This is an optimization exercise on Yosys and OpenROAD, whose aim is small area, a short achievable clock period and few clock cycles, not a production implementation.
Function was checked by simulation only, so behaviour that the tests miss may differ from the original.
Power and IR drop assume default switching activity.

File: config.mk
export PLATFORM = sky130hd
export DESIGN_NAME = sd_dma_top
export DESIGN_NICKNAME = sd_dma_top
export VERILOG_FILES = /design/flow/design.v
export SDC_FILE = /design/flow/constraint.sdc
export NUM_CORES = 4
export LEC_CHECK = 0
export ABC_AREA = 1
export CAP_MARGIN = 20
export CORE_MARGIN = 2
export CORE_UTILIZATION = 40
export CTS_CLUSTER_DIAMETER = 100
export CTS_CLUSTER_SIZE = 24
export SETUP_SLACK_MARGIN = 4.4
export SLEW_MARGIN = 20
File: design.v
`default_nettype none
package sd_dma_pkg;
	localparam int DMA_ADDR_W  = 21;                    
	localparam int BLOCK_BYTES = 512;                   
	localparam int FIFO_AW     = $clog2(BLOCK_BYTES);   
	typedef logic [7:0]            byte_t;       
	typedef logic [DMA_ADDR_W-1:0] dma_addr_t;   
	typedef logic [FIFO_AW:0]      fifo_ptr_t;   
	typedef logic [1:0]            regsel_t;     
	localparam regsel_t REG_HAD = 2'd0;   
	localparam regsel_t REG_MAD = 2'd1;   
	localparam regsel_t REG_LAD = 2'd2;   
	localparam regsel_t REG_CST = 2'd3;   
	localparam int CST_RUN_BIT = 7;   
	localparam int CST_SNR_BIT = 0;   
	typedef enum logic [2:0] {
		SD_IDLE,
		SD_READ_WAIT,    
		SD_READ_STB,     
		SD_WRITE_WAIT,   
		SD_WRITE_STB     
	} sd_state_t;
	typedef enum logic [2:0] {
		DMA_IDLE,
		DMA_PUT_WAIT,   
		DMA_PUT_RUN,    
		DMA_GET_WAIT,   
		DMA_GET_RUN     
	} dma_state_t;
	typedef struct packed {
		logic go;    
		logic snr;   
	} xfer_ctrl_t;
	typedef struct packed {
		logic wdone;   
		logic rdone;   
		logic empty;   
	} fifo_stat_t;
endpackage
`default_nettype wire
`timescale 1ns/1ps
`default_nettype none
module fifo512_oneshot
(
	input  logic       clk,
	input  logic       rst_n,
	input  logic       init,       
	input  logic       wr,         
	input  logic [7:0] wd,
	input  logic       rd,         
	output logic [9:0] wptr,       
	output logic [9:0] rptr,       
	output logic       nonempty,   
	output logic       nonempty_n,
	output logic [7:0] rdata       
);
	localparam int NL = 8;    
	localparam int NS = 64;   
	logic [7:0] ring [NL][NS];
	logic [7:0] wst  [NL];    
	logic [7:0] hd   [NL];    
	logic [NL-1:0] hv;        
	logic [9:0] occ;          
	logic [5:0] dw;           
	logic [5:0] dr;           
	logic [NL-1:0] part;      
	logic       ge8;          
	logic       ge16;         
	logic [NL-1:0] wl;        
	logic [NL-1:0] rl;        
	logic       r0;           
	logic       r7;           
	always_comb
	begin
		for (int l = 0; l < NL; l++)
		begin
			wl[l] = (wptr[2:0] == 3'(l));
			rl[l] = (rptr[2:0] == 3'(l));
		end
	end
	assign r0 = (occ[2:0] == 3'd0);
	assign r7 = (occ[2:0] == 3'd7);
	logic [9:0]    occ_n;
	logic [NL-1:0] part_n;
	logic          ge8_n;
	logic          ge16_n;
	always_comb
	begin
		case ({wr, rd})
		2'b10:
		begin
			nonempty_n = 1'b1;
			occ_n      = occ + 1'b1;
			part_n     = r7 ? '0 : (part | wl);
			ge8_n      = ge8  || (occ == 10'd7);
			ge16_n     = ge16 || (occ == 10'd15);
		end
		2'b01:
		begin
			nonempty_n = (occ != 10'd1);
			occ_n      = occ - 1'b1;
			part_n     = r0 ? ~rl : (part & ~rl);
			ge8_n      = ge8  && (occ != 10'd8);
			ge16_n     = ge16 && (occ != 10'd16);
		end
		2'b11:
		begin
			nonempty_n = nonempty;
			occ_n      = occ;
			part_n     = r0 ? part : ((part & ~rl) | wl);
			ge8_n      = ge8;
			ge16_n     = ge16;
		end
		default:
		begin
			nonempty_n = nonempty;
			occ_n      = occ;
			part_n     = part;
			ge8_n      = ge8;
			ge16_n     = ge16;
		end
		endcase
	end
	always_ff @(posedge clk)
	begin
		if (init)
		begin
			wptr     <= '0;
			rptr     <= '0;
			occ      <= '0;
			nonempty <= 1'b0;
			part     <= '0;
			ge8      <= 1'b0;
			ge16     <= 1'b0;
			dw       <= '0;
			dr       <= '0;
		end
		else
		begin
			if (wr)
				wptr <= wptr + 1'b1;
			if (rd)
				rptr <= rptr + 1'b1;
			occ      <= occ_n;
			nonempty <= nonempty_n;
			part     <= part_n;
			ge8      <= ge8_n;
			ge16     <= ge16_n;
			if (!(wr && wl[NL-1]))
				dw <= dw + 1'b1;
			if (!(rd && rl[NL-1]))
				dr <= dr + 1'b1;
		end
	end
	logic inj_a;
	logic inj_b;
	logic [1:0] inj_pa;
	logic [1:0] inj_pb;
	logic [5:0] dw_p1;
	assign dw_p1  = dw + 1'b1;
	assign inj_a  = (dw[3:0] == 4'd0);
	assign inj_b  = (dw[3:0] == 4'd15);
	assign inj_pa = dw[5:4];
	assign inj_pb = dw_p1[5:4];
	logic [4:0] tap_a;
	logic [4:0] tap_b;
	assign tap_a = {dr == 6'd12, dr == 6'd25, dr == 6'd38, dr == 6'd51, dr == 6'd0};
	assign tap_b = {dr == 6'd13, dr == 6'd26, dr == 6'd39, dr == 6'd52, dr == 6'd1};
	genvar i;
	generate
	for (i = 0; i < NL; i++)
	begin : g_lane
		logic ger;       
		logic ltw;       
		logic arrived;   
		logic inring;    
		logic take_w, take_s;
		logic [4:0] take_t;
		logic [3:0] inj;
		assign ger     = (3'(i) >= rptr[2:0]);
		assign ltw     = (3'(i) <  wptr[2:0]);
		assign arrived = ge8 || part[i];
		assign inring  = ge16 || (ge8 && part[i]);
		always_comb
		begin
			for (int p = 0; p < 4; p++)
				inj[p] = ltw ? (inj_a && (inj_pa == 2'(p))) : (inj_b && (inj_pb == 2'(p)));
		end
		assign take_w  = wr && wl[i] && !ge8;           
		assign take_s  = arrived && !inring;            
		assign take_t  = {5{inring}} & (ger ? tap_a : tap_b);
		always_ff @(posedge clk)
		begin
			if (wr && wl[i])
				wst[i] <= wd;
			for (int s = 0; s < NS; s++)
			begin
				if ((s % 16) == 0)
					ring[i][s] <= inj[s/16] ? wst[i] : ring[i][(s+NS-1) % NS];
				else
					ring[i][s] <= ring[i][s-1];
			end
			if (!hv[i])
			begin
				if (take_w)
					hd[i] <= wd;
				else if (take_s)
					hd[i] <= wst[i];
				else if (take_t[0])
					hd[i] <= ring[i][63];
				else if (take_t[1])
					hd[i] <= ring[i][50];
				else if (take_t[2])
					hd[i] <= ring[i][37];
				else if (take_t[3])
					hd[i] <= ring[i][24];
				else if (take_t[4])
					hd[i] <= ring[i][11];
			end
		end
		always_ff @(posedge clk)
		begin
			if (init || (rd && rl[i]))
				hv[i] <= 1'b0;
			else if (!hv[i] && (take_w || take_s || (take_t != '0)))
				hv[i] <= 1'b1;
		end
	end
	endgenerate
	assign rdata = hd[rptr[2:0]];
endmodule
`default_nettype wire
`timescale 1ns/1ps
`default_nettype none
module sd_dma_top
(
	input  logic      clk,
	input  logic      rst_n,
	output logic      sd_start,
	input  logic      sd_rdy,
	input  sd_dma_pkg::byte_t     sd_receiveddata,
	output sd_dma_pkg::byte_t     sd_datatosend,
	output logic      sd_override,       
	input  sd_dma_pkg::byte_t     din,
	output sd_dma_pkg::byte_t     dout,
	input  logic      module_select,
	input  logic      write_strobe,
	input  sd_dma_pkg::regsel_t   regsel,
	output sd_dma_pkg::dma_addr_t dma_addr,
	output sd_dma_pkg::byte_t     dma_wd,
	input  sd_dma_pkg::byte_t     dma_rd,
	output logic      dma_rnw,
	output logic      dma_req,
	input  logic      dma_ack,
	input  logic      dma_end
);
	logic       cst_run;     
	logic       cst_snr;     
	logic       sd_en;       
	logic       req_r;       
	logic       pend;        
	logic       nonempty;    
	logic       nonempty_n;
	logic [9:0] wptr;        
	logic [9:0] rptr;        
	sd_dma_pkg::byte_t outreg;   
	logic       port_wr;
	logic       cst_wr;
	logic       start;
	logic       wr;          
	logic       rd;          
	sd_dma_pkg::byte_t wdata;
	sd_dma_pkg::byte_t mem_rd;
	logic       last_rd;
	logic       wfull_n;     
	logic       pend_n;
	logic       run_n;
	assign port_wr = module_select && write_strobe;
	assign cst_wr  = port_wr && (regsel == sd_dma_pkg::REG_CST);
	assign start   = cst_wr && din[sd_dma_pkg::CST_RUN_BIT];
	assign sd_start = sd_rdy && sd_en && (!cst_snr || nonempty || (dma_end && pend));
	assign wr    = cst_snr ? (dma_end && pend) : sd_start;
	assign rd    = cst_snr ? sd_start : (dma_ack && req_r);
	assign wdata = cst_snr ? dma_rd : sd_receiveddata;
	assign last_rd = rd && (rptr[8:0] == 9'd511);
	assign wfull_n    = wptr[9] || (wr && (wptr[8:0] == 9'd511));
	assign pend_n = cst_snr && (pend ? !dma_end : (dma_ack && req_r));
	assign run_n  = cst_run && !last_rd;
	always_ff @(posedge clk or negedge rst_n)
	begin
		if (!rst_n)
		begin
			cst_run  <= 1'b0;
			cst_snr  <= 1'b0;
			sd_en    <= 1'b0;
			req_r    <= 1'b0;
			pend     <= 1'b0;
		end
		else if (start)
		begin
			cst_run  <= 1'b1;
			cst_snr  <= din[sd_dma_pkg::CST_SNR_BIT];
			sd_en    <= 1'b1;
			req_r    <= din[sd_dma_pkg::CST_SNR_BIT];   
			pend     <= 1'b0;
		end
		else
		begin
			if (cst_wr)
			begin
				cst_run <= 1'b0;
				cst_snr <= din[sd_dma_pkg::CST_SNR_BIT];
			end
			else
				cst_run <= run_n;
			if (sd_start && ((cst_snr ? rptr[8:0] : wptr[8:0]) == 9'd511))
				sd_en <= 1'b0;
			pend     <= pend_n;
			if (cst_snr)
				req_r <= run_n && !pend_n && !wfull_n;
			else
				req_r <= run_n && nonempty_n;
		end
	end
	fifo512_oneshot u_fifo (
		.clk        (clk),
		.rst_n      (rst_n),
		.init       (start),
		.wr         (wr),
		.wd         (wdata),
		.rd         (rd),
		.wptr       (wptr),
		.rptr       (rptr),
		.nonempty   (nonempty),
		.nonempty_n (nonempty_n),
		.rdata      (mem_rd)
	);
	always_ff @(posedge clk)
	begin
		if (wr && !nonempty)
			outreg <= wdata;
		else
			outreg <= mem_rd;
	end
	assign dma_wd        = outreg;
	assign sd_datatosend = !cst_snr ? 8'hff : (nonempty ? outreg : dma_rd);
	assign sd_override   = cst_run;
	assign dma_req       = req_r;
	assign dma_rnw       = cst_snr;
	always_ff @(posedge clk or negedge rst_n)
	begin
		if (!rst_n)
			dma_addr <= '0;
		else if (dma_ack && cst_run)
			dma_addr <= dma_addr + 1'b1;
		else if (port_wr && (regsel == sd_dma_pkg::REG_HAD))
			dma_addr[20:16] <= din[4:0];
		else if (port_wr && (regsel == sd_dma_pkg::REG_MAD))
			dma_addr[15:8] <= din;
		else if (port_wr && (regsel == sd_dma_pkg::REG_LAD))
			dma_addr[7:0] <= din;
	end
	always_comb
	begin
		case (regsel)
		sd_dma_pkg::REG_HAD: dout = {3'b000, dma_addr[20:16]};
		sd_dma_pkg::REG_MAD: dout = dma_addr[15:8];
		sd_dma_pkg::REG_LAD: dout = dma_addr[7:0];
		default:             dout = {cst_run, 6'b000000, cst_snr};
		endcase
	end
endmodule
`default_nettype wire
File: constraint.sdc
create_clock -name core_clock -period 8.0 [get_ports {clk}]
set_input_delay 1.6000 -clock core_clock [delete_from_list [all_inputs] [get_ports {clk}]]
set_output_delay 1.6000 -clock core_clock [all_outputs]
set_load 0.01 [all_outputs]
File: run.sh
#!/bin/bash
# synth_recipe.tcl (not shown) runs the flow's synth.tcl, then flattens the netlist and writes it again
# the make line also repeats each setting of config.mk as NAME=value (left out here)
make -C /OpenROAD-flow-scripts/flow DESIGN_CONFIG=/design/flow/config.mk WORK_HOME=/design/flow/orfs CLKGATE_MAP_FILE= SYNTH_SCRIPT=/design/flow/synth_recipe.tcl finish
==> results of run 1 <==
## worst max path at each step
stage	start	to	slack, ns	depth (start not counted)
3_3_place_gp	dma_end	req_r	2.83	15
5_1_grt	regsel[0]	dout[0]	4.03	7
4_1_cts	regsel[0]	dout[7]	4.09	5
2_1_floorplan	regsel[0]	dout[1]	4.32	4
6_report	regsel[0]	dout[0]	4.08	7
3_5_place_dp	dma_end	req_r	2.91	15
## logic make-up (layout without fill, tap and decap cells)
group           Yosys count  in the layout  share of synthesized area, %
xor+xnor                  6              6                        0.0522
simple gates           1477           1477                          5.98
buf+inv                 514            796                          2.05
other cells               0              2                             0
fa+ha+maj                26             26                         0.323
flops                  4318           4318                          87.3
compound gates          771            771                          4.24
## through the flow
step,utilization [%],total power (µW)
global placement,42.0,30700
global route,44.4,43300
finish,44.4,41400
detailed placement,42.0,30900
floorplan,-,28900
CTS,44.3,41700
## sequential cells by signal, summed over array words and instances, names as in the netlist, 6 cells and up
signal / cells
dma_addr: 21
outreg: 8
u_fifo.dr: 6
u_fifo.dw: 6
u_fifo.hd: 64
u_fifo.hv: 8
u_fifo.occ: 10
u_fifo.part: 8
u_fifo.ring: 4096
u_fifo.rptr: 9
u_fifo.wptr: 10
u_fifo.wst: 64
## routing by layer
| layer | wire, µm | vias up | global-route usage [%] | part of all wire (%) |
|---|---|---|---|---|
| li1 | - | 22800 | - | - |
| met1 | 88500 | 22200 | 19.9 | 51 |
| met2 | 73700 | 858 | 20.0 | 42 |
| met3 | 7700 | 325 | 2.44 | 4.4 |
| met4 | 5190 | 2 | 4.40 | 3.0 |
| met5 | 12 | - | 0 | 0.0069 |
## power breakdown
part	switching [µW]	internal, µW	leakage [µW]	total, µW
logic	2780	1120	0.00636	3900
registers	1250	25400	0.0352	26600
clock network	6240	4600	0.00267	10800
## repair_timing
action	CTS	global route
pin swaps	8	3
endpoints found under the setup margin	142	120
gates resized for setup	179	31
buffers inserted	24	4
## cell usage in the layout, fill, tap and decap left out, types with 9 or more instances in the layout
cell type | netlist | routed
dlygate4sd2_1 | 0 | 9
nand3_1 | 130 | 114
dfrtp_1 | 26 | 15
buf_2 | 39 | 16
nand2_2 | 6 | 16
nand2_1 | 868 | 858
clkbuf_1 | 41 | 25
o21ai_1 | 15 | 16
inv_2 | 11 | 13
inv_1 | 394 | 387
nand4_1 | 43 | 43
dfrtp_2 | 0 | 10
clkinv_1 | 11 | 10
nor2_2 | 6 | 13
a21oi_1 | 213 | 206
dfxtp_1 | 4164 | 4159
buf_6 | 8 | 12
ha_1 | 26 | 25
edfxtp_1 | 128 | 128
a31oi_2 | 14 | 15
or2_2 | 9 | 9
clkdlybuf4s50_1 | 0 | 43
a31oi_1 | 13 | 10
clkbuf_16 | 0 | 200
nor2_1 | 364 | 352
o211ai_1 | 24 | 24
o21ai_0 | 444 | 441
nand3_2 | 9 | 25
nor3_1 | 30 | 28
buf_4 | 6 | 52
## critical path: stages
cell     delay [ns]
buf_12         0.12
nor2_4         0.17
nand2_1        0.07
nand2_1        0.07
a21oi_1        0.05
o21ai_1        0.09
buf_2          0.15
## area by class of cell
cell class                      count  area share (%)
Sequential cell                  4318            78.9
Clock inverter                     19           0.372
Inverter                          417            1.44
Timing Repair Buffer              135            1.05
Antenna cell                        2         0.00450
Multi-Input combinational cell   2280            9.85
Clock buffer                      225            4.58
Tap cell                         3348            3.76
==> results.cfg, run 1 <==
[status]
outcome = timing/DRC/antenna clean

[sta]
worst_hold_slack_ns = 0.293
min_period_ns = 3.92
tightestPinTransition_ns = 1.13
fin_crit_sh_pct = 49.0
setup_viol_count_final = 0
maxSlewViolCount = 0
fmaxAchievable_mhz = 255
clock_skew_ns = 0.0869
worst_slack_ns = 4.08
finalHoldViolCount = 0
tns_ns = 0
rsz0062_at_grt = yes
relSlewSlack_pct = 24.5

[placed_design]
postPlaceCellArea_um2 = 105000
pre_cts_slack_ns = 2.91
dp_hpwl_mm = 111
io_buffers = 81
gp_congestion = 0.890
dp.cells = 10500

[detailed_routing]
drtIter0Drc = 3632
drt-wirelength-per-cell_um = 16.3
via_per_inst = 4.30
vias = 46200
drc_errors = 0
drtPass1Iterations = 7
ant_nets = 0
wl_mm = 175

[critical_path]
worstPathArrival_ns = 2.32
end_kind = output pin
crit_fanout = 4
ff2ff_setup_slack_ns = 4.37
required_ns = 6.40
start_kind = input port
crit_type = input port to output pin
rr_startpoint = u_fifo.dr[2]
worst_r2r_endpoint = u_fifo.hd[6][5]
reg2regPathDepth = 8

[global_route]
antenna_found_initial = 5
grt_pass1_wl_mm = 267
gr-total-overflow = 0
track_usage_pct = 13.5
grt_pass1_vias = 45000
grt_max_degree = 42

[clock_tree]
cts_tree = yes
clock_latency_ns = 0.90
hold_buffers = 0
clock-root-buffer = clkbuf_16
clk_pin_slew_ns = 0.10
numCtsBuffers = 199
clock-sinks = 4318
h-tree-depth = 4
cts_buffer_depth = 3

[floorplanning]
core_area_um2 = 251000
die_h_um = 505
initial_core_util_pct = 40.1
dieArea_um2 = 255000
io_pins = 82
die_x_um = 505
rows = 184

[yosys]
yosys-top-cells-area = dfxtp_1 (83%), edfxtp_1 (3.8%), nand2_1 (3.2%)
yosys-top-cells-count = dfxtp_1 (4164), nand2_1 (868), o21ai_0 (444), inv_1 (394), nor2_1 (364)
syn_area_per_cell_um2 = 14.1
synth_cell_types = 55
synth.most_common_cell = dfxtp_1
syn_inst = 7112
syn_nets = 7171
synth-seq-area-share_pct = 87.3
syn-cell-area_um2 = 101000
yosysWarnings = 5
synth-edff-count = 128
synthArstFlopShare_pct = 0.602
synth_top_area_share_pct = 82.9
synthFlopType = dfxtp_1
ys_ff_latch = 4318
yosysTopAreaCell = dfxtp_1

[power]
p_leak_uw = 0.0442
vdd_ir_drop_max_mv = 0.240
cellPowerDensity_nw_per_um2 = 372

[final_layout]
fin_cells = 10700
postLayoutCellArea_um2 = 111000
fillCellCount = 22200
area_growth_pct = 10.7
seq_area_um2 = 87900
drive_gt1_share_pct = 6.17
finalNetCount = 7410
multiInputGateArea_um2 = 11000

[worst_hold_path]
holdPathStages = 0
hp-class = flip-flop to flip-flop
whs_endpoint = u_fifo.ring[279][6]
min_from = u_fifo.ring[278][6]

[run]
drv_cap = 0
Testbench counts, summed over its fixed seeds: cycles 136,338.
==> run 2: changes to the inputs <==
--- a/design.v
+++ b/design.v
@@ -55,7 +55,7 @@
 	output logic [7:0] rdata       
 );
 	localparam int NL = 8;    
-	localparam int NS = 64;   
+	localparam int NS = 62;   
 	logic [7:0] ring [NL][NS];
 	logic [7:0] wst  [NL];    
 	logic [7:0] hd   [NL];    
@@ -147,25 +147,21 @@
 			ge8      <= ge8_n;
 			ge16     <= ge16_n;
 			if (!(wr && wl[NL-1]))
-				dw <= dw + 1'b1;
+				dw <= (dw == 6'(NS-1)) ? '0 : dw + 1'b1;
 			if (!(rd && rl[NL-1]))
-				dr <= dr + 1'b1;
+				dr <= (dr == 6'(NS-1)) ? '0 : dr + 1'b1;
 		end
 	end
-	logic inj_a;
-	logic inj_b;
-	logic [1:0] inj_pa;
-	logic [1:0] inj_pb;
-	logic [5:0] dw_p1;
-	assign dw_p1  = dw + 1'b1;
-	assign inj_a  = (dw[3:0] == 4'd0);
-	assign inj_b  = (dw[3:0] == 4'd15);
-	assign inj_pa = dw[5:4];
-	assign inj_pb = dw_p1[5:4];
+	logic [3:0] inj_a;
+	logic [3:0] inj_b;
+	assign inj_a = {dw == 6'd48, dw == 6'd32, dw == 6'd16, dw == 6'd0};
+	assign inj_b = {dw == 6'd47, dw == 6'd31, dw == 6'd15, dw == 6'd61};
+	logic wlast;   
+	assign wlast = (wptr[8:3] == 6'd63);
 	logic [4:0] tap_a;
 	logic [4:0] tap_b;
-	assign tap_a = {dr == 6'd12, dr == 6'd25, dr == 6'd38, dr == 6'd51, dr == 6'd0};
-	assign tap_b = {dr == 6'd13, dr == 6'd26, dr == 6'd39, dr == 6'd52, dr == 6'd1};
+	assign tap_a = {dr == 6'd12, dr == 6'd24, dr == 6'd36, dr == 6'd49, dr == 6'd0};
+	assign tap_b = {dr == 6'd13, dr == 6'd25, dr == 6'd37, dr == 6'd50, dr == 6'd1};
 	genvar i;
 	generate
 	for (i = 0; i < NL; i++)
@@ -181,11 +177,7 @@
 		assign ltw     = (3'(i) <  wptr[2:0]);
 		assign arrived = ge8 || part[i];
 		assign inring  = ge16 || (ge8 && part[i]);
-		always_comb
-		begin
-			for (int p = 0; p < 4; p++)
-				inj[p] = ltw ? (inj_a && (inj_pa == 2'(p))) : (inj_b && (inj_pb == 2'(p)));
-		end
+		assign inj = ltw ? (wlast ? 4'b0000 : inj_a) : (wptr[9] ? 4'b0000 : inj_b);
 		assign take_w  = wr && wl[i] && !ge8;           
 		assign take_s  = arrived && !inring;            
 		assign take_t  = {5{inring}} & (ger ? tap_a : tap_b);
@@ -207,13 +199,13 @@
 				else if (take_s)
 					hd[i] <= wst[i];
 				else if (take_t[0])
-					hd[i] <= ring[i][63];
+					hd[i] <= ring[i][61];
 				else if (take_t[1])
-					hd[i] <= ring[i][50];
+					hd[i] <= ring[i][48];
 				else if (take_t[2])
-					hd[i] <= ring[i][37];
+					hd[i] <= ring[i][35];
 				else if (take_t[3])
-					hd[i] <= ring[i][24];
+					hd[i] <= ring[i][23];
 				else if (take_t[4])
 					hd[i] <= ring[i][11];
 			end
==> results.cfg, run 2 <==
[final_layout]
top_regs = u_fifo.ring: 3968 flops, u_fifo.hd: 64 flops, u_fifo.wst: 64 flops
finalNetCount = 7258
regMostFlops = u_fifo.ring
fin_util_pct = 44.6
postLayoutCellArea_um2 = 108000
drive_gt1_share_pct = 6.39
fin_cells = 10400
largest_reg_flops = 3968
mostFrequentLayoutCells = dfxtp_1 (4034), nand2_1 (772), nor2_1 (423), o21ai_0 (407), inv_1 (362)
layout_commonest_cell = dfxtp_1
area_growth_pct = 10.7

[yosys]
synthFlopType = dfxtp_1
synth.most_common_cell = dfxtp_1
syn-cell-area_um2 = 97900
synth_cell_types = 55
yosys-top-cells-area = dfxtp_1 (83%), edfxtp_1 (3.9%), nand2_1 (3.0%)
synthArstFlopShare_pct = 0.621
synth-edff-count = 128
yosys-top-cells-count = dfxtp_1 (4036), nand2_1 (775), nor2_1 (433), o21ai_0 (409), inv_1 (371)
syn_nets = 7018
synth-seq-area-share_pct = 87.1
synth_top_area_share_pct = 82.5
ys_ff_latch = 4190
yosysTopAreaCell = dfxtp_1
syn_inst = 6958
syn_area_per_cell_um2 = 14.1
yosysWarnings = 5

[sta]
fin_crit_sh_pct = 50.5
min_period_ns = 4.04
finalHoldViolCount = 0
fmaxAchievable_mhz = 247
tns_ns = 0
worst_slack_ns = 3.96
rsz0062_at_grt = yes
setup_viol_count_final = 0
relSlewSlack_pct = 26.5
clock_skew_ns = 0.0609
maxSlewViolCount = 0
tightestPinTransition_ns = 1.10

[critical_path]
crit_chain = buf_12 -> inv_4 -> nor2_4 -> inv_8 -> o221ai_4 -> buf_2
crit_type = input port to output pin
ff2ff_setup_slack_ns = 4.56
rr_startpoint = u_fifo.dr[5]
start_kind = input port
reg2regPathDepth = 9
worst_r2r_endpoint = u_fifo.hd[1][2]
worstPathArrival_ns = 2.44
end_kind = output pin
slowest_delay_ns = 0.24
crit_path_top_delay_cell = o221ai_4
required_ns = 6.40
crit_fanout = 6

[detailed_routing]
ant_nets = 0
drtIter0Drc = 3640
drt-wirelength-per-cell_um = 16.8
vias = 45700
drtPass1Iterations = 7
wl_mm = 176
drc_errors = 0
via_per_inst = 4.37

[floorplanning]
die_h_um = 499
core_area_um2 = 243000
initial_core_util_pct = 40.3
die_x_um = 499
dieArea_um2 = 249000
io_pins = 82
rows = 181

[worst_hold_path]
hp-class = flip-flop to flip-flop
whs_endpoint = u_fifo.ring[316][6]
min_from = u_fifo.ring[315][6]
holdPathStages = 0

[placed_design]
dp.cells = 10200
io_buffers = 81
pre_cts_slack_ns = 2.56
dp_hpwl_mm = 112
postPlaceCellArea_um2 = 103000
gp_congestion = 0.859

[clock_tree]
numCtsBuffers = 193
clock-sinks = 4190
h-tree-depth = 4
clock-root-buffer = clkbuf_16
clock_latency_ns = 0.87
clk_pin_slew_ns = 0.09
cts_tree = yes
cts_buffer_depth = 3

[power]
vdd_ir_drop_max_mv = 0.213
cellPowerDensity_nw_per_um2 = 417
p_leak_uw = 0.0438

[status]
outcome = timing/DRC/antenna clean

[global_route]
antenna_found_initial = 2
track_usage_pct = 13.9
grt_pass1_vias = 44000
grt_pass1_wl_mm = 266
gr-total-overflow = 0
grt_max_degree = 30

[run]
drv_cap = 0
run 2: worst max-delay path, delay by kind of cell:
kind / cells / cell delay [ns]
compound gates: 1 / 0.24
buf+inv: 4 / 0.41
simple gates: 1 / 0.18
run 2: kinds of logic (layout without fill, tap and decap cells):
logic type                 after synthesis  in the layout  synth area share, %
xor gates and xnor gates                11             11               0.0984
adders and majority gates               27             27                0.345
other                                    0              4                    0
and+or+nand+nor                       1456           1457                 6.19
muxes                                    2              2               0.0230
AOI/OAI and AO/OA                      772            772                 4.22
buffers and inverters                  500            782                 2.01
DFF                                   4190           4190                 87.1
run 2: worst max path at each step:
stage / startpoint / to / cells after the start
finish: regsel[0] / dout[7] / 6
global route: regsel[0] / dout[7] / 6
CTS: regsel[1] / dout[7] / 5
global placement: dma_end / u_fifo.occ[9] / 15
floorplan: dma_end / u_fifo.occ[7] / 16
detailed placement: dma_end / u_fifo.occ[7] / 16
run 2: metrics by stage:
step | hold slack [ns] | total power [µW]
3_3_place_gp | 0.310 | 34900
4_1_cts | 0.278 | 45700
5_1_grt | 0.274 | 47500
2_1_floorplan | 0.310 | 32400
6_report | 0.283 | 45300
3_5_place_dp | 0.312 | 35100
run 2: layout make-up:
type	count	area, µm²
fill	21600	135000
sequential	4190	85300
multi-input combinational	2269	11000
clock buffer	221	4930
tap	3202	4010
inverter	406	1570
timing repair buffer	138	1210
clock inverter	17	350
antenna	4	10.0
run 2: what timing repair did:
item,CTS,global route
setup buffers,17,6
hold buffers,0,0
pin swaps,7,5
cloned,0,1
resized for setup,171,31
setup endpoints to repair,131,74
run 2: power by group:
group | switching, µW | total, µW | leakage (µW) | internal (µW)
registers | 2110 | 29900 | 0.0346 | 27800
logic | 3450 | 4880 | 0.00668 | 1430
clock network | 6020 | 10500 | 0.00256 | 4440
total | 11600 | 45300 | 0.0438 | 33700
run 2: routing by layer:
| metal | up-vias | share of wire [%] | GRT usage [%] |
|---|---|---|---|
| met5 | - | 0 | 0 |
| met2 | 1167 | 42 | 20.8 |
| met4 | 0 | 4.2 | 5.81 |
| met1 | 21800 | 49 | 20.1 |
| met3 | 365 | 5.0 | 2.34 |
| li1 | 22300 | - | - |
Testbench counts of run 2, summed over its fixed seeds: cycles 136,338.
==> run 3: changes to the inputs <==
--- a/config.mk
+++ b/config.mk
@@ -10,6 +10,6 @@
 export CORE_MARGIN = 2
 export CORE_UTILIZATION = 40
 export CTS_CLUSTER_DIAMETER = 100
-export CTS_CLUSTER_SIZE = 24
+export CTS_CLUSTER_SIZE = 28
 export SETUP_SLACK_MARGIN = 4.4
 export SLEW_MARGIN = 20
==> results.cfg, run 3 <==
[status]
outcome = timing/DRC/antenna clean

[placed_design]
dp_hpwl_mm = 112
gp_congestion = 0.859
io_buffers = 81
pre_cts_slack_ns = 2.56

[detailed_routing]
drc_errors = 0
drtPass1Iterations = 7
ant_nets = 0
routedLengthMet1_mm = 86.3
drt-wirelength-per-cell_um = 16.8
top_layer_used = met4
dr_wl_met2_mm = 73.8
via_per_inst = 4.35
dr_wl_met3_mm = 8.23
vias = 45400
drtIter0Drc = 3337
wl_mm = 175

[sta]
min_period_ns = 4.04
fmaxAchievable_mhz = 248
worst_hold_slack_ns = 0.305
worst_slack_ns = 3.96
fin_crit_sh_pct = 50.5
finalHoldViolCount = 0
maxSlewViolCount = 0
tns_ns = 0
clock_skew_ns = 0.0544
rsz0062_at_grt = yes
tightestPinTransition_ns = 1.04
setup_viol_count_final = 0
relSlewSlack_pct = 30.6

[global_route]
antenna_found_initial = 2
grt_max_degree = 30
grt_pass1_vias = 43600
grt_pass1_wl_mm = 264
track_usage_pct = 13.8
gr-total-overflow = 0

[final_layout]
regMostFlops = u_fifo.ring
mostFrequentLayoutCells = dfxtp_1 (4034), nand2_1 (772), nor2_1 (423), o21ai_0 (407), inv_1 (362)
area_growth_pct = 10.0
top_regs = u_fifo.ring: 3968 flops, u_fifo.hd: 64 flops, u_fifo.wst: 64 flops
finalNetCount = 7233
largest_reg_flops = 3968
layout_commonest_cell = dfxtp_1
drive_gt1_share_pct = 6.04
fin_util_pct = 44.3
fillCellCount = 21700

[yosys]
synth-edff-count = 128
synthFlopType = dfxtp_1
synth_top_area_share_pct = 82.5
synth.most_common_cell = dfxtp_1
syn-cell-area_um2 = 97900
yosysTopAreaCell = dfxtp_1
syn_inst = 6958
yosys-top-cells-count = dfxtp_1 (4036), nand2_1 (775), nor2_1 (433), o21ai_0 (409), inv_1 (371)
yosys-top-cells-area = dfxtp_1 (83%), edfxtp_1 (3.9%), nand2_1 (3.0%)
syn_nets = 7018
synth_cell_types = 55
ys_ff_latch = 4190
synth-seq-area-share_pct = 87.1
synthArstFlopShare_pct = 0.621
yosysWarnings = 5
syn_area_per_cell_um2 = 14.1

[power]
finalPower_uw = 44600
cellPowerDensity_nw_per_um2 = 414
vdd_ir_drop_max_mv = 0.236
p_leak_uw = 0.0435

[floorplanning]
core_area_um2 = 243000
io_pins = 82
rows = 181
die_h_um = 499
die_x_um = 499
initial_core_util_pct = 40.3
dieArea_um2 = 249000

[critical_path]
crit_path_top_delay_cell = o221ai_4
start_kind = input port
crit_family = buffers and inverters
reg2regPathDepth = 11
crit_type = input port to output pin
worstPathArrival_ns = 2.44
crit_chain = buf_12 -> inv_4 -> nor2_4 -> inv_8 -> o221ai_4 -> buf_2
path_buf_inv = 4
end_kind = output pin
worst-path-stages = 6
required_ns = 6.40
crit_fanout = 6
slowest_delay_ns = 0.24

[worst_hold_path]
holdPathStages = 0
hp-class = flip-flop to flip-flop

[clock_tree]
clk_pin_slew_ns = 0.09
clock-sinks = 4190
hold_buffers = 0
clock-root-buffer = clkbuf_16
cts_buffer_depth = 3
h-tree-depth = 4
numCtsBuffers = 168
cts_tree = yes
clock_latency_ns = 0.85

[run]
drv_cap = 0
==> run 3: layout make-up <==
class	instances	area (µm²)	area share, %
inverter	406	1570	1.46
sequential	4190	85300	79.2
clock inverter	16	268	0.249
multi-input combinational	2269	11000	10.2
timing repair buffer	138	1220	1.13
tap	3202	4010	3.72
antenna	2	5.00	0.00465
clock buffer	195	4330	4.02
==> run 3: layer usage <==
metal  track usage, %  vias up
li1                 -    22300
met1             20.1    21600
met2             20.7     1105
met3             2.12      353
met4             5.48        0
met5                0        -
==> run 3: timing repair <==
action | in CTS | in global routing
hold endpoints to repair | 0 | 0
pin swaps | 7 | 5
buffers inserted | 17 | 6
gates resized for setup | 169 | 29
gates cloned | 0 | 1
endpoints found under the setup margin | 129 | 91
==> run 3: path summary, 6_finish.rpt <==
kind / startpoint / endpoint / slack, ns
max: regsel[0] / dout[7] / 3.96
min: u_fifo.ring[373][3] / u_fifo.ring[374][3] / 0.30
max reg2reg: u_fifo.rptr[0] / u_fifo.hd[4][7] / 4.55
min reg2reg: u_fifo.ring[373][3] / u_fifo.ring[374][3] / 0.30
max in group asynchronous: rst_n / cst_snr / 6.49
min in group asynchronous: rst_n / dma_addr[20] / 1.16
==> run 3: worst reg2reg max path: stages, from the launching register on <==
cell and delay, ns:
dfxtp_1 0.52, inv_1 0.18, ha_1 0.32, inv_1 0.08
nand2_1 0.05, nor2_2 0.30, inv_1 0.17, nand2_1 0.11
nand3_2 0.42, nand2_4 0.45, inv_2 0.11, a21oi_2 0.41
==> run 3: per-stage QoR <==
stage / std cells / cell area (µm²)
4_1_cts: 10400 / 108000
3_5_place_dp: 10200 / 103000
3_3_place_gp: 10200 / 103000
5_1_grt: 10400 / 108000
2_1_floorplan: 6958 / 98100
6_report: 10400 / 108000
==> run 3: cell families (layout without fill, tap and decap cells) <==
kind of cell             after synthesis  in the layout  synth area share [%]
flip-flops                          4190           4190                  87.1
AND/OR/NAND/NOR                     1456           1457                  6.19
AO/OA/AOI/OAI                        772            772                  4.22
buffers and inverters                500            755                  2.01
adder cells (fa/ha/maj)               27             27                 0.345
XOR/XNOR                              11             11                0.0984
multiplexers                           2              2                0.0230
other                                  0              2                     0
==> run 3: where the power goes <==
part	switching [µW]	leakage, µW	internal (µW)	total (µW)
Combinational	3450	0.00666	1440	4890
Sequential	2100	0.0346	27800	29900
Clock	5870	0.00224	3950	9810
Total	11400	0.0435	33200	44600
==> run 4: changes to the inputs <==
--- a/design.v
+++ b/design.v
@@ -352,13 +352,48 @@
 		else if (port_wr && (regsel == sd_dma_pkg::REG_LAD))
 			dma_addr[7:0] <= din;
 	end
+	sd_dma_pkg::dma_addr_t rb_addr;
+	logic                  rb_run;
+	logic                  rb_snr;
+	always_ff @(posedge clk or negedge rst_n)
+	begin
+		if (!rst_n)
+			rb_addr <= '0;
+		else if (dma_ack && cst_run)
+			rb_addr <= rb_addr + 1'b1;
+		else if (port_wr && (regsel == sd_dma_pkg::REG_HAD))
+			rb_addr[20:16] <= din[4:0];
+		else if (port_wr && (regsel == sd_dma_pkg::REG_MAD))
+			rb_addr[15:8] <= din;
+		else if (port_wr && (regsel == sd_dma_pkg::REG_LAD))
+			rb_addr[7:0] <= din;
+	end
+	always_ff @(posedge clk or negedge rst_n)
+	begin
+		if (!rst_n)
+		begin
+			rb_run <= 1'b0;
+			rb_snr <= 1'b0;
+		end
+		else
+		begin
+			if (start)
+				rb_run <= 1'b1;
+			else if (cst_wr)
+				rb_run <= 1'b0;
+			else if (last_rd)
+				rb_run <= 1'b0;
+			if (cst_wr)
+				rb_snr <= din[sd_dma_pkg::CST_SNR_BIT];
+		end
+	end
 	always_comb
 	begin
 		case (regsel)
-		sd_dma_pkg::REG_HAD: dout = {3'b000, dma_addr[20:16]};
-		sd_dma_pkg::REG_MAD: dout = dma_addr[15:8];
-		sd_dma_pkg::REG_LAD: dout = dma_addr[7:0];
-		default:             dout = {cst_run, 6'b000000, cst_snr};
+		sd_dma_pkg::REG_HAD: dout = {3'b000, rb_addr[20:16]};
+		sd_dma_pkg::REG_MAD: dout = rb_addr[15:8];
+		sd_dma_pkg::REG_LAD: dout = rb_addr[7:0];
+		default:             dout = {rb_run, 6'b000000, rb_snr};
 		endcase
 	end
 endmodule
==> results.cfg, run 4 <==
[status]
outcome = timing/DRC/antenna clean

[power]
p_int_uw = 33700
cellPowerDensity_nw_per_um2 = 418
p_sw_share_pct = 26.5
p_leak_uw = 0.0447
p_clk_share_pct = 22.1
comb_power_share_pct = 12.5
power_switching_uw = 12100
seqPwrFrac_pct = 65.3
vdd_ir_drop_max_mv = 0.186

[floorplanning]
die_h_um = 503
io_pins = 82
core_area_um2 = 248000
die_x_um = 503
dieArea_um2 = 253000
rows = 183
initial_core_util_pct = 40.1

[yosys]
synth-seq-area-share_pct = 86.2
synthArstFlopShare_pct = 1.16
yosys-top-cells-count = dfxtp_1 (4036), nand2_1 (893), o21ai_0 (419), inv_1 (407), nor2_1 (378)
syn_area_per_cell_um2 = 14.0
synth_cell_types = 55
syn_nets = 7192
synth-edff-count = 128
ys_ff_latch = 4213
synth_top_area_share_pct = 81.2
yosys-top-cells-area = dfxtp_1 (81%), edfxtp_1 (3.9%), nand2_1 (3.4%)
syn-cell-area_um2 = 99600
syn_inst = 7131
synthFlopType = dfxtp_1
yosysWarnings = 5
yosysTopAreaCell = dfxtp_1
synth.most_common_cell = dfxtp_1

[critical_path]
crit_type = input port to output pin
end_kind = output pin
crit_fanout = 6
ff2ff_setup_slack_ns = 4.51
worstPathArrival_ns = 2.36
reg2regPathDepth = 8
start_kind = input port
required_ns = 6.40
worst_r2r_endpoint = u_fifo.hd[5][1]
rr_startpoint = u_fifo.dr[5]

[sta]
setup_viol_count_final = 0
relSlewSlack_pct = 24.0
tightestPinTransition_ns = 1.14
rsz0062_at_grt = yes
fmaxAchievable_mhz = 252
min_period_ns = 3.96
finalHoldViolCount = 0
tns_ns = 0
maxSlewViolCount = 0
clock_skew_ns = 0.0491
fin_crit_sh_pct = 49.5

[final_layout]
finalNetCount = 7398
regMostFlops = u_fifo.ring
fin_util_pct = 44.2
postLayoutCellArea_um2 = 110000
drive_gt1_share_pct = 6.58
largest_reg_flops = 3968
fin_cells = 10700
area_growth_pct = 10.1
layout_commonest_cell = dfxtp_1
mostFrequentLayoutCells = dfxtp_1 (4026), nand2_1 (878), o21ai_0 (418), inv_1 (401), nor2_1 (368)
top_regs = u_fifo.ring: 3968 flops, u_fifo.hd: 64 flops, u_fifo.wst: 64 flops

[clock_tree]
h-tree-depth = 4
cts_tree = yes
hold_buffers = 0
clock-sinks = 4213
cts_buffer_depth = 3
clock_latency_ns = 0.86
numCtsBuffers = 173
clk_pin_slew_ns = 0.09
clock-root-buffer = clkbuf_16

[worst_hold_path]
whs_endpoint = u_fifo.ring[65][2]
hp-class = flip-flop to flip-flop
holdPathStages = 0
min_from = u_fifo.ring[64][2]

[global_route]
antenna_found_initial = 3
grt_max_degree = 50
track_usage_pct = 13.9
gr-total-overflow = 0
grt_pass1_wl_mm = 268
grt_pass1_vias = 44600

[detailed_routing]
wl_mm = 177
ant_nets = 0
via_per_inst = 4.31
drc_errors = 0
drtPass1Iterations = 6
drt-wirelength-per-cell_um = 16.5
vias = 46200
drtIter0Drc = 3354

[placed_design]
io_buffers = 81
gp_congestion = 0.900
dp.cells = 10500
dp_hpwl_mm = 113
postPlaceCellArea_um2 = 104000

[run]
drv_cap = 0
==> run 4: changes by cell type in the layout (fill, tap and decap cells not counted), moves of 13 or more <==
cell	previous run	this run
o211ai_1	14	27
o21ai_4	0	14
nand3_1	90	106
nor2_1	423	368
nand2_1	772	878
nor3_1	37	23
inv_1	362	401
dfrtp_1	12	36
==> run 4: stage by stage <==
stage	setup slack (ns)	hold slack [ns]	total power (µW)
final	4.04	0.303	45800
after global routing	4.01	0.301	48100
after CTS	4.07	0.300	46200
after detailed placement	2.75	0.312	36000
after global placement	2.69	0.310	35800
after floorplan	4.29	0.310	33000
==> run 4: layout make-up <==
type / instances / area [µm²]
Antenna cell: 5 / 12.5
Clock buffer: 200 / 4520
Clock inverter: 24 / 374
Fill cell: 22000 / 138000
Inverter: 437 / 1660
Multi-Input combinational cell: 2381 / 11800
Sequential cell: 4213 / 85900
Tap cell: 3330 / 4170
Timing Repair Buffer: 130 / 1210
Timing Repair inverter: 1 / 5.00
==> run 4: power groups by stage <==
stage / Clock, µW / Combinational (µW) / Sequential [µW]
floorplan: 0 / 3580 / 29400
global placement: 0 / 5520 / 30200
detailed placement: 0 / 5590 / 30400
CTS: 10500 / 5680 / 30100
global route: 11200 / 6340 / 30600
finish: 10100 / 5740 / 29900
==> run 4: per-layer routing <==
layer | vias to the layer above | global-route usage (%) | part of all wire [%]
li1 | 22800 | - | -
met1 | 22100 | 19.2 | 48
met2 | 1021 | 21.3 | 43
met3 | 319 | 2.25 | 4.4
met4 | 0 | 6.72 | 4.8
met5 | - | 0 | 0
==> run 4: what timing repair did <==
item / CTS / global route
setup endpoints to repair: 160 / 111
setup buffers: 15 / 1
gates resized for setup: 176 / 41
gates cloned: 1 / 1
pin swaps: 11 / 6
==> run 4: worst max path at each step <==
stage,startpoint,to
floorplan,regsel[0],dout[5]
global placement,dma_end,u_fifo.occ[7]
detailed placement,dma_end,u_fifo.occ[7]
CTS,regsel[1],dout[5]
global route,regsel[1],dout[7]
finish,regsel[0],dout[0]
==> run 4: cells by family after synthesis <==
logic type      synth area share [%]
compound gates                  4.49
xor+xnor                       0.185
buf+inv                         2.27
fa+ha+maj                      0.352
simple gates                    6.45
flops                           86.2
==> run 4: critical path, cell delays in order <==
cell	delay (ns)
buf_4	0.16
nor2_4	0.17
buf_6	0.15
nand2_4	0.04
o2111ai_2	0.07
buf_2	0.16
Testbench counts of run 4, summed over its fixed seeds: cycles 136,338.
==> run 5: changes to the inputs <==
--- a/design.v
+++ b/design.v
@@ -59,7 +59,6 @@
 	logic [7:0] ring [NL][NS];
 	logic [7:0] wst  [NL];    
 	logic [7:0] hd   [NL];    
-	logic [NL-1:0] hv;        
 	logic [9:0] occ;          
 	logic [5:0] dw;           
 	logic [5:0] dr;           
@@ -158,6 +157,8 @@
 	assign inj_b = {dw == 6'd47, dw == 6'd31, dw == 6'd15, dw == 6'd61};
 	logic wlast;   
 	assign wlast = (wptr[8:3] == 6'd63);
+	logic rfirst;   
+	assign rfirst = (rptr[9:3] == 7'd0);
 	logic [4:0] tap_a;
 	logic [4:0] tap_b;
 	assign tap_a = {dr == 6'd12, dr == 6'd24, dr == 6'd36, dr == 6'd49, dr == 6'd0};
@@ -180,7 +181,7 @@
 		assign inj = ltw ? (wlast ? 4'b0000 : inj_a) : (wptr[9] ? 4'b0000 : inj_b);
 		assign take_w  = wr && wl[i] && !ge8;           
 		assign take_s  = arrived && !inring;            
-		assign take_t  = {5{inring}} & (ger ? tap_a : tap_b);
+		assign take_t  = {5{inring && !(rfirst && ger)}} & (ger ? tap_a : tap_b);   
 		always_ff @(posedge clk)
 		begin
 			if (wr && wl[i])
@@ -192,30 +193,20 @@
 				else
 					ring[i][s] <= ring[i][s-1];
 			end
-			if (!hv[i])
-			begin
-				if (take_w)
-					hd[i] <= wd;
-				else if (take_s)
-					hd[i] <= wst[i];
-				else if (take_t[0])
-					hd[i] <= ring[i][61];
-				else if (take_t[1])
-					hd[i] <= ring[i][48];
-				else if (take_t[2])
-					hd[i] <= ring[i][35];
-				else if (take_t[3])
-					hd[i] <= ring[i][23];
-				else if (take_t[4])
-					hd[i] <= ring[i][11];
-			end
-		end
-		always_ff @(posedge clk)
-		begin
-			if (init || (rd && rl[i]))
-				hv[i] <= 1'b0;
-			else if (!hv[i] && (take_w || take_s || (take_t != '0)))
-				hv[i] <= 1'b1;
+			if (take_w)
+				hd[i] <= wd;
+			else if (take_s)
+				hd[i] <= wst[i];
+			else if (take_t[0])
+				hd[i] <= ring[i][61];
+			else if (take_t[1])
+				hd[i] <= ring[i][48];
+			else if (take_t[2])
+				hd[i] <= ring[i][35];
+			else if (take_t[3])
+				hd[i] <= ring[i][23];
+			else if (take_t[4])
+				hd[i] <= ring[i][11];
 		end
 	end
 	endgenerate
@@ -352,48 +343,13 @@
 		else if (port_wr && (regsel == sd_dma_pkg::REG_LAD))
 			dma_addr[7:0] <= din;
 	end
-	sd_dma_pkg::dma_addr_t rb_addr;
-	logic                  rb_run;
-	logic                  rb_snr;
-	always_ff @(posedge clk or negedge rst_n)
-	begin
-		if (!rst_n)
-			rb_addr <= '0;
-		else if (dma_ack && cst_run)
-			rb_addr <= rb_addr + 1'b1;
-		else if (port_wr && (regsel == sd_dma_pkg::REG_HAD))
-			rb_addr[20:16] <= din[4:0];
-		else if (port_wr && (regsel == sd_dma_pkg::REG_MAD))
-			rb_addr[15:8] <= din;
-		else if (port_wr && (regsel == sd_dma_pkg::REG_LAD))
-			rb_addr[7:0] <= din;
-	end
-	always_ff @(posedge clk or negedge rst_n)
-	begin
-		if (!rst_n)
-		begin
-			rb_run <= 1'b0;
-			rb_snr <= 1'b0;
-		end
-		else
-		begin
-			if (start)
-				rb_run <= 1'b1;
-			else if (cst_wr)
-				rb_run <= 1'b0;
-			else if (last_rd)
-				rb_run <= 1'b0;
-			if (cst_wr)
-				rb_snr <= din[sd_dma_pkg::CST_SNR_BIT];
-		end
-	end
 	always_comb
 	begin
 		case (regsel)
-		sd_dma_pkg::REG_HAD: dout = {3'b000, rb_addr[20:16]};
-		sd_dma_pkg::REG_MAD: dout = rb_addr[15:8];
-		sd_dma_pkg::REG_LAD: dout = rb_addr[7:0];
-		default:             dout = {rb_run, 6'b000000, rb_snr};
+		sd_dma_pkg::REG_HAD: dout = {3'b000, dma_addr[20:16]};
+		sd_dma_pkg::REG_MAD: dout = dma_addr[15:8];
+		sd_dma_pkg::REG_LAD: dout = dma_addr[7:0];
+		default:             dout = {cst_run, 6'b000000, cst_snr};
 		endcase
 	end
 endmodule
==> results.cfg, run 5 <==
[status]
outcome = timing/DRC/antenna clean

[detailed_routing]
vias = 45100
drc_errors = 0
ant_nets = 0
drtIter0Drc = 3364
drt-wirelength-per-cell_um = 16.6
wl_mm = 174
via_per_inst = 4.31
drtPass1Iterations = 6

[final_layout]
mostFrequentLayoutCells = dfxtp_1 (4021), nand2_1 (886), inv_1 (374), nor2_1 (374), o21ai_0 (370)
largest_reg_flops = 3968
drive_gt1_share_pct = 6.24
fillCellCount = 21700
finalNetCount = 7263
layout_commonest_cell = dfxtp_1
area_growth_pct = 10.1
regMostFlops = u_fifo.ring
top_regs = u_fifo.ring: 3968 flops, u_fifo.hd: 64 flops, u_fifo.wst: 64 flops

[power]
p_sw_share_pct = 25.5
p_clk_share_pct = 21.9
p_int_uw = 33400
seqPwrFrac_pct = 67.8
vdd_ir_drop_max_mv = 0.264
power_switching_uw = 11400
p_leak_uw = 0.0442
cellPowerDensity_nw_per_um2 = 417
comb_power_share_pct = 10.3

[sta]
setup_viol_count_final = 0
rsz0062_at_grt = yes
tightestPinTransition_ns = 1.16
tns_ns = 0
fin_crit_sh_pct = 52.7
fmaxAchievable_mhz = 237
worst_slack_ns = 3.78
relSlewSlack_pct = 22.4
maxSlewViolCount = 0
clock_skew_ns = 0.0720
min_period_ns = 4.22
finalHoldViolCount = 0

[yosys]
synth.most_common_cell = dfxtp_1
yosys-top-cells-area = dfxtp_1 (83%), edfxtp_1 (3.9%), nand2_1 (3.5%)
syn_inst = 6975
synthFlopType = dfxtp_1
syn_area_per_cell_um2 = 14.0
synth_compound_area_share_pct = 3.83
synth_cell_types = 49
ys_ff_latch = 4183
synth_top_family_by_area = simple AND/OR/NAND/NOR gates
synthSimpleGateAreaFrac_pct = 6.55
synth-adder-area-share_pct = 0.346
synth-edff-count = 128
syn-cell-area_um2 = 97700
yosys-top-cells-count = dfxtp_1 (4029), nand2_1 (906), nor2_1 (382), inv_1 (380), o21ai_0 (374)
syn_nets = 7035
yosysTopAreaCell = dfxtp_1
yosys.area_share.xor_xnor_pct = 0.125
yosysWarnings = 5
synth-seq-area-share_pct = 87.2
muxShareOfSynthArea_pct = 0.0115
synth_top_area_share_pct = 82.6
synthArstFlopShare_pct = 0.622

[clock_tree]
hold_buffers = 0
cts_buffer_depth = 3
clock-sinks = 4183
cts_tree = yes
h-tree-depth = 4
clock_latency_ns = 0.88
clock-root-buffer = clkbuf_16
numCtsBuffers = 167
clk_pin_slew_ns = 0.10

[critical_path]
crit_chain = buf_8 -> clkinvlp_4 -> nand2_4 -> o21ai_4 -> a21oi_4 -> o21ai_4 -> buf_6
required_ns = 6.40
crit_fanout = 4
ff2ff_setup_slack_ns = 4.63
crit_type = input port to output pin
slowest_delay_ns = 0.28
rr_startpoint = u_fifo.dr[0]
worst_r2r_endpoint = u_fifo.hd[0][2]
end_kind = output pin
crit_family = compound AO/OA/AOI/OAI gates
start_kind = input port
reg2regPathDepth = 12
cpMostUsedCell = o21ai_4
crit_path_top_delay_cell = a21oi_4
path_buf_inv = 3
worstPathArrival_ns = 2.62

[global_route]
grt_pass1_vias = 43300
grt_use_met3_pct = 2.27
antenna_found_initial = 3
met1_usage_pct = 20.3
top_usage_layer = met2
met2_usage_pct = 20.6
track_usage_pct = 13.8
grt_max_degree = 31
grt_pass1_wl_mm = 262
gr-total-overflow = 0

[worst_hold_path]
whs_endpoint = u_fifo.ring[380][1]
holdPathStages = 0
min_from = u_fifo.ring[379][1]
hp-class = flip-flop to flip-flop

[placed_design]
pre_cts_slack_ns = 2.21
gp_congestion = 0.907
io_buffers = 81
dp_hpwl_mm = 112

[floorplanning]
core_area_um2 = 243000
initial_core_util_pct = 40.2
dieArea_um2 = 248000
rows = 181
io_pins = 82
die_h_um = 498
die_x_um = 498

[run]
drv_cap = 0
[run 5: changes by cell type after synthesis, moves of 12 or more]
cell     before  now
nand3_1     117  161
inv_1       407  380
o21ai_1      41   29
o21ai_0     419  374
dfrtp_1      49   26
o21ai_4      14    0
nand3_2      24    2
nor2_2       10   25
nand2_1     893  906
buf_2        31   43
nand4_1      39   22
a21oi_1     222  197
buf_4        25    4
[run 5: final cells by class]
type,count,area [µm²],share of cell area [%]
timing repair buffer,145,1260,1.17
antenna,2,5.00,0.00465
tap,3202,4010,3.72
multi-input combinational,2301,10900,10.2
inverter,404,1540,1.43
clock buffer,199,4320,4.02
clock inverter,16,324,0.301
timing repair inverter,1,5.00,0.00465
sequential,4183,85200,79.2
[run 5: metrics by stage]
step           power [µW]  utilization (%)  std cells  hold WS (ns)  cell area [µm²]
4_1_cts             45200             44.2      10400         0.293           107000
3_3_place_gp        35200             42.2      10200         0.309           102000
6_report            44800             44.3      10500         0.296           108000
3_5_place_dp        35400             42.2      10200         0.312           102000
5_1_grt             47100             44.3      10500         0.295           108000
2_1_floorplan       32500                -       6975         0.310            97800
[run 5: timing repair]
| action | CTS | global route |
|---|---|---|
| endpoints found under the setup margin | 185 | 87 |
| pin swaps | 10 | 5 |
| gates cloned | 1 | 0 |
| buffers inserted | 19 | 13 |
| resized for setup | 186 | 35 |
[run 5: worst max-delay path by stage]
stage / from / endpoint / slack (ns) / cells after the start
finish: regsel[1] / dout[0] / 3.78 / 7
detailed placement: regsel[1] / dout[0] / 2.21 / 7
global placement: regsel[1] / dout[0] / 2.26 / 7
global route: regsel[1] / dout[0] / 3.81 / 7
floorplan: regsel[1] / dout[7] / 4.25 / 4
CTS: regsel[1] / dout[0] / 3.84 / 8
[run 5: routing by layer]
metal	part of all wire, %	wire length (µm)	vias to the layer above
met2	42	73300	992
met5	0	0	-
met3	4.6	7950	298
li1	-	-	22300
met4	3.1	5480	0
met1	50	87300	21500
[run 5: power by group through the flow]
stage	registers [µW]	logic, µW	clock network, µW
after floorplan	29800	2710	0
after global placement	30700	4450	0
after detailed placement	30900	4470	0
after CTS	30500	4560	10100
after global routing	31100	5120	10900
final	30400	4640	9800
[run 5: cell families after synthesis]
kind of cell             after synthesis
flip-flops                          4183
adder cells (fa/ha/maj)               27
XOR/XNOR                              14
AND/OR/NAND/NOR                     1567
AO/OA/AOI/OAI                        692
buffers and inverters                491
multiplexers                           1
Testbench counts of run 5, summed over its fixed seeds: cycles 136,338.

afterwards: timing with drivers on the ports:
Ports are ideal in the flow. The routed layouts listed here were re-timed in OpenROAD. Step 1: set_driving_cell puts a clkbuf_16 on clk and a buf_2 on each other input, an assumption about the parent block. Step 2 moves the port delays by t, midway between the first and last clock arrival at a register: inputs arrive t later, outputs are due t later. That takes back most of the time a late clock gives input paths. a / b / c = ideal / step 1 / step 2; a / b = the first two.
run	t, ns	slack for setup (ns)	worst slew at a driven data input, ns
run 1	0.944	4.081 / 4.004 / 3.618	0.08
run 2	0.933	3.959 / 3.790 / 3.651	0.17
run 3	0.912	3.963 / 3.814 / 3.636	0.15
run 4	0.917	4.038 / 3.970 / 3.486	0.07
run 5	0.931	3.781 / 3.725 / 3.691	0.12
After both steps setup and hold are still met in every run listed. The setup slack of run 4, which loses most, moves by -0.068 ns with the drivers and by -0.552 ns with both steps.
